From an optimization exercise on the open Yosys and OpenROAD flow, aimed at small area and a short achievable clock period; shortcuts taken in it are not production practice.
The RTL was checked by simulation tests, not by an equivalence proof against the original design.

== tundra ==
## servo_frontend
module servo_frontend (
	input  logic         clk1,
	input  logic         i_rst_n,
	input  logic [127:0] i_cfg,
	input  logic [32:0]  i_adc,
	input  logic [24:0]  i_dac,
	output logic [3:0]   o_afe,
	output logic [72:0]  o_filt,
	output logic [2:0]   o_spi,
	output logic         o_ldac_n,
	output logic         o_dac_credit
);
Size: about 5,500 cells after synthesis, roughly 270 I/O pins.
clock: 11.5 ns
lec_check: 0
abc_area: 0
cap_margin: 20
core_margin: 2
core_utilization: 40
cts_buf_list: sky130_fd_sc_hd__clkbuf_8
slew_margin: 20
synth_hierarchical: 1
synth_minimum_keep_size: 0
standard.sh (not shown) runs the stock make flow with config.mk's settings and CLKGATE_MAP_FILE= SYNTH_SCRIPT=/design/flow/synth_recipe.tcl, a recipe that flattens the netlist after the stock synthesis.
==> flow/flow/run.sh <==
#!/bin/bash
# Standard layout (the standard.sh, standard synthesis unchanged), with
# - a tighter setup target for ORFS's timing repair (repair_timing
#   -setup_margin); the clock period and constraints stay the standard flow's,
# - every input and output port buffered with a buf_1 instead of the
#   larger cell buffer_ports picks by itself.
set -euo pipefail
export SETUP_SLACK_MARGIN=6.2
export BUFFER_PORTS_ARGS="-buffer_cell sky130_fd_sc_hd__buf_1"
bash standard.sh finish > standard.log 2>&1
Both conditions hold for tundra: the flow ran to the end and the final layout passed the timing, design-rule and antenna checks.
What quartz does differently from tundra at the input level:
Settings: CTS_BUF_LIST now sky130_fd_sc_hd__clkbuf_4, was sky130_fd_sc_hd__clkbuf_8.
[summary]
Re critical path depth: tundra and quartz aren't equal, and the higher value belongs to tundra. Looking at post-CTS setup buffer count, quartz sits above tundra. Delta (quartz minus tundra): number of buffers inserted during clock tree synthesis went up by 57; slew at the pin closest to its max-slew limit went up by 0.055 ns.

---

servo_frontend, a different RTL version from the one above (not shown whole).
Size: about 270 I/O pins, roughly 0.062 mm^2 of cells after synthesis.
clock: 11.5 ns
lec_check: 0
abc_area: 0
cap_margin: 20
core_margin: 2
core_utilization: 40
slew_margin: 20
synth_hierarchical: 1
synth_minimum_keep_size: 0
==> flow/flow/run.sh <==
#!/bin/bash
# Standard layout (the standard.sh, standard synthesis unchanged), with
# - a tighter setup target for ORFS's timing repair (repair_timing
#   -setup_margin); the clock period and constraints stay the standard flow's,
# - every input and output port buffered with a buf_2 instead of the
#   larger cell buffer_ports picks by itself.
set -euo pipefail
export SETUP_SLACK_MARGIN=6.5
export BUFFER_PORTS_ARGS="-buffer_cell sky130_fd_sc_hd__buf_2"
bash standard.sh finish > standard.log 2>&1
The baseline finished clean.
Change:
- CORE_UTILIZATION: 40 -> 60
- PLACE_DENSITY: not set -> 0.7
The new run finished with timing, DRC and antenna clean.
Worst setup slack gets worse by 0.058 ns.
Worst hold slack is about the same.
Final cell count falls by about 9%.
Sequential cell count is unchanged.
Clock-buffer cell count falls by 18.
Global-route usage rises by 12 points.
Routed wire length falls by 4.6%.

---

## build 33
Another version of the RTL of servo_frontend (not shown whole).
Size in the first run: roughly 5600 cells after synthesis, about 270 I/O pins, ~61000 sq um of cells after synthesis.
Design servo_frontend, start of the top module:
module servo_frontend (
	input  logic         clk1,
	input  logic         i_rst_n,
	input  logic [127:0] i_cfg,
	input  logic [32:0]  i_adc,
	input  logic [24:0]  i_dac,
	output logic [3:0]   o_afe,
	output logic [72:0]  o_filt,
	output logic [2:0]   o_spi,
	output logic         o_ldac_n,
	output logic         o_dac_credit
);
Settings: LEC_CHECK=0, ABC_AREA=0, CAP_MARGIN=20, CORE_MARGIN=2, CORE_UTILIZATION=40, CTS_BUF_LIST=sky130_fd_sc_hd__clkbuf_8, SLEW_MARGIN=20, SYNTH_HIERARCHICAL=1, SYNTH_MINIMUM_KEEP_SIZE=0; clock period 11.5 ns.
Scripts as last shown in full above: flow/flow/run.sh
Relative to build 33, the following input files were edited for build 60:
Settings: CTS_BUF_LIST no longer set, was sky130_fd_sc_hd__clkbuf_8.
==> flow/flow/run.sh <==
#!/bin/bash
# Standard layout, with a tighter setup target for ORFS's timing repair
# (repair_timing -setup_margin): the clock period and constraints are the standard flow's.
set -euo pipefail
export SETUP_SLACK_MARGIN=6.5
bash standard.sh finish > standard.log 2>&1
Notes after the runs:
- Synthesis-to-finish area growth in build 60 is 2.3 points higher than in build 33
- Fraction of area in registers in build 60 is 0.33 points below build 33.
- For cell count, build 60 and build 33 come out practically identical.
- Diff build 60 and build 33: worst setup slack lower in build 60
- Delta (build 60 minus build 33): final sequential cell count saw little to no change; final area saw an increase.
[inputs] build 31 vs build 60
Settings: setting SETUP_SLACK_MARGIN to 5 for the first time.
==> flow/run.sh (new file) <==
#!/bin/bash
# synth_recipe.tcl (not shown) runs the flow's synth.tcl, then flattens the netlist and writes it again
# the make line also repeats each setting of config.mk as NAME=value (left out here)
make -C /OpenROAD-flow-scripts/flow DESIGN_CONFIG=/design/flow/config.mk WORK_HOME=/design/flow/orfs CLKGATE_MAP_FILE= SYNTH_SCRIPT=/design/flow/synth_recipe.tcl finish
removed: flow/flow/run.sh
removed: flow/standard.sh
- Against build 60, build 31 reports a area of all placed cells without fillers that is lower.
- Comparing build 31 and build 60, the higher maximum fanout along the worst path was measured on build 31.
- The higher cell count along the critical path of build 31 and build 60 is in build 60.
- Routed wire length on build 31 is ahead of build 60.
- Comparing build 60 with build 31, the count of pins over their slew limit came out essentially unchanged.

---

Setup of run A:
Another version of the RTL of servo_frontend (not shown whole).
For scale: ~0.061 sq mm of cells after synthesis.
Settings: LEC_CHECK=0, ABC_AREA=0, CAP_MARGIN=20, CORE_MARGIN=2, CORE_UTILIZATION=40, CTS_BUF_LIST=sky130_fd_sc_hd__clkbuf_8, SLEW_MARGIN=20, SYNTH_HIERARCHICAL=1, SYNTH_MINIMUM_KEEP_SIZE=0; clock period 11.5 ns.
==> flow/flow/run.sh <==
#!/bin/bash
# Standard layout (the standard.sh, standard synthesis unchanged), with
# - a tighter setup target for ORFS's timing repair (repair_timing
#   -setup_margin); the clock period and constraints stay the standard flow's,
# - every input and output port buffered with a buf_1 instead of the
#   larger cell buffer_ports picks by itself.
set -euo pipefail
export SETUP_SLACK_MARGIN=6.35
export BUFFER_PORTS_ARGS="-buffer_cell sky130_fd_sc_hd__buf_1"
bash standard.sh finish > standard.log 2>&1
#### Input delta (run B over run A)
- swapping sky130_fd_sc_hd__clkbuf_8 for sky130_fd_sc_hd__clkbuf_4 in CTS_BUF_LIST
diff --git a/flow/flow/run.sh b/flow/flow/run.sh
--- a/flow/flow/run.sh
+++ b/flow/flow/run.sh
@@ -7,3 +7,3 @@
 set -euo pipefail
-export SETUP_SLACK_MARGIN=6.35
+export SETUP_SLACK_MARGIN=6.42
 export BUFFER_PORTS_ARGS="-buffer_cell sky130_fd_sc_hd__buf_1"
Results
[compare] base=run A new=run B: design area climbed 0.50%, utilization after layout went up 0.23 points.
Diff run B..run A | sequential cell count | unchanged
The following lists how run C was set up differently from run B:
- swapping sky130_fd_sc_hd__clkbuf_4 for sky130_fd_sc_hd__clkbuf_8 in CTS_BUF_LIST
--- outcome ---
As far as number of sequential storage elements goes, run C and run B are indistinguishable; the numbers are identical. Timing, DRC, antenna: 0 failures across run B and run C. Summary of run C over run B: final cycle utilization of the critical path dropped 0.46 points, maximum fanout encountered on the critical timing path picked up an extra 6, synthesized instance count saw little to no change, worst setup slack increased 52 ps, layout clock buffer count saw a decrease. The cell depth of the worst setup path in run C was lower than what run B gave. Run C vs run B, final design area excluding fillers went up by about 0.3%.

---

servo_frontend again, from the RTL that the note above started with.
// servo_frontend
module servo_frontend (
	input  logic         clk1,
	input  logic         i_rst_n,
	input  logic [127:0] i_cfg,
	input  logic [32:0]  i_adc,
	input  logic [24:0]  i_dac,
	output logic [3:0]   o_afe,
	output logic [72:0]  o_filt,
	output logic [2:0]   o_spi,
	output logic         o_ldac_n,
	output logic         o_dac_credit
);
clock: 11.5 ns
lec_check: 0
abc_area: 0
cap_margin: 20
core_margin: 2
core_utilization: 40
cts_buf_list: sky130_fd_sc_hd__clkbuf_4
slew_margin: 20
synth_hierarchical: 1
synth_minimum_keep_size: 0
==> flow/flow/run.sh <==
#!/bin/bash
# Standard layout (the standard.sh, standard synthesis unchanged), with
# - a tighter setup target for ORFS's timing repair (repair_timing
#   -setup_margin); the clock period and constraints stay the standard flow's,
# - every input and output port buffered with a buf_1 instead of the
#   larger cell buffer_ports picks by itself.
set -euo pipefail
export SETUP_SLACK_MARGIN=6.35
export BUFFER_PORTS_ARGS="-buffer_cell sky130_fd_sc_hd__buf_1"
bash standard.sh finish > standard.log 2>&1
The baseline finished with timing, DRC and antenna clean.
Edit:
--- a/flow/flow/run.sh
+++ b/flow/flow/run.sh
@@ -7,3 +7,3 @@
 set -euo pipefail
-export SETUP_SLACK_MARGIN=6.35
+export SETUP_SLACK_MARGIN=6.5
 export BUFFER_PORTS_ARGS="-buffer_cell sky130_fd_sc_hd__buf_1"
--- a/flow/config.mk
+++ b/flow/config.mk
@@ -11,3 +11,3 @@
 export CORE_UTILIZATION = 40
-export CTS_BUF_LIST = sky130_fd_sc_hd__clkbuf_4
+export CTS_BUF_LIST = sky130_fd_sc_hd__clkbuf_8
 export SLEW_MARGIN = 20
What happened: Synthesized cell count stays the same; setup slack improved by 0.061 ns; global-route usage is about the same; routed wire length went up by a few percent; worst hold slack got worse by 0.0069 ns; clock skew went down by 0.031 ns; die area stays the same; design area went up by a few percent.

[static timing again, ports no longer ideal]
Ports are ideal in the flow. The routed layouts listed here were re-timed in OpenROAD. Step 1: set_driving_cell puts a clkbuf_16 on clk1 and a buf_2 on each other input, an assumption about the parent block. Step 2 times the ports against the registers' clock, not the clock port: input delays grow and output delays shrink by t, the midpoint of the rising clock arrivals with the driver on. Slacks: ideal / step 1 / step 2; pairs: ideal / step 1.
| run | shift t [ns] | slack for setup (ns) | worst register clock-pin slew, ns | worst slew at a driven data input, ns | pins driven straight from the clock port |
|---|---|---|---|---|---|
| tundra | 0.968 | 6.286 / 6.286 / 5.695 | 0.08 / 0.08 | 0.10 | 1 |
| quartz | 1.265 | 6.262 / 6.262 / 5.704 | 0.08 / 0.08 | 0.10 | 1 |
| the first run of note 2 | 0.768 | 6.124 / 6.124 / 5.892 | 0.07 / 0.07 | 0.10 | 1 |
| the second run of note 2 | 0.748 | 6.066 / 6.066 / 5.868 | 0.07 / 0.07 | 0.08 | 1 |
| build 33 | 0.945 | 6.199 / 6.199 / 5.866 | 0.08 / 0.08 | 0.11 | 1 |
| build 60 | 0.772 | 6.164 / 6.164 / 5.850 | 0.08 / 0.08 | 0.10 | 1 |
| build 31 | 0.776 | 5.239 / 5.239 / 5.239 | 0.07 / 0.07 | 0.07 | 1 |
| run A | 0.925 | 6.432 / 6.432 / 5.736 | 0.07 / 0.07 | 0.11 | 1 |
| run B | 1.219 | 6.449 / 6.449 / 5.721 | 0.08 / 0.08 | 0.11 | 1 |
| run C | 0.924 | 6.502 / 6.502 / 5.746 | 0.07 / 0.07 | 0.11 | 1 |
| the first run of note 5 | 1.201 | 6.398 / 6.398 / 5.744 | 0.08 / 0.08 | 0.12 | 1 |
| the second run of note 5 | 0.911 | 6.459 / 6.459 / 5.793 | 0.08 / 0.08 | 0.11 | 1 |
After both steps setup and hold are still met in every run listed. The setup slack of run C, which loses most, moves by 0.000 ns with the drivers and by -0.756 ns with both steps.
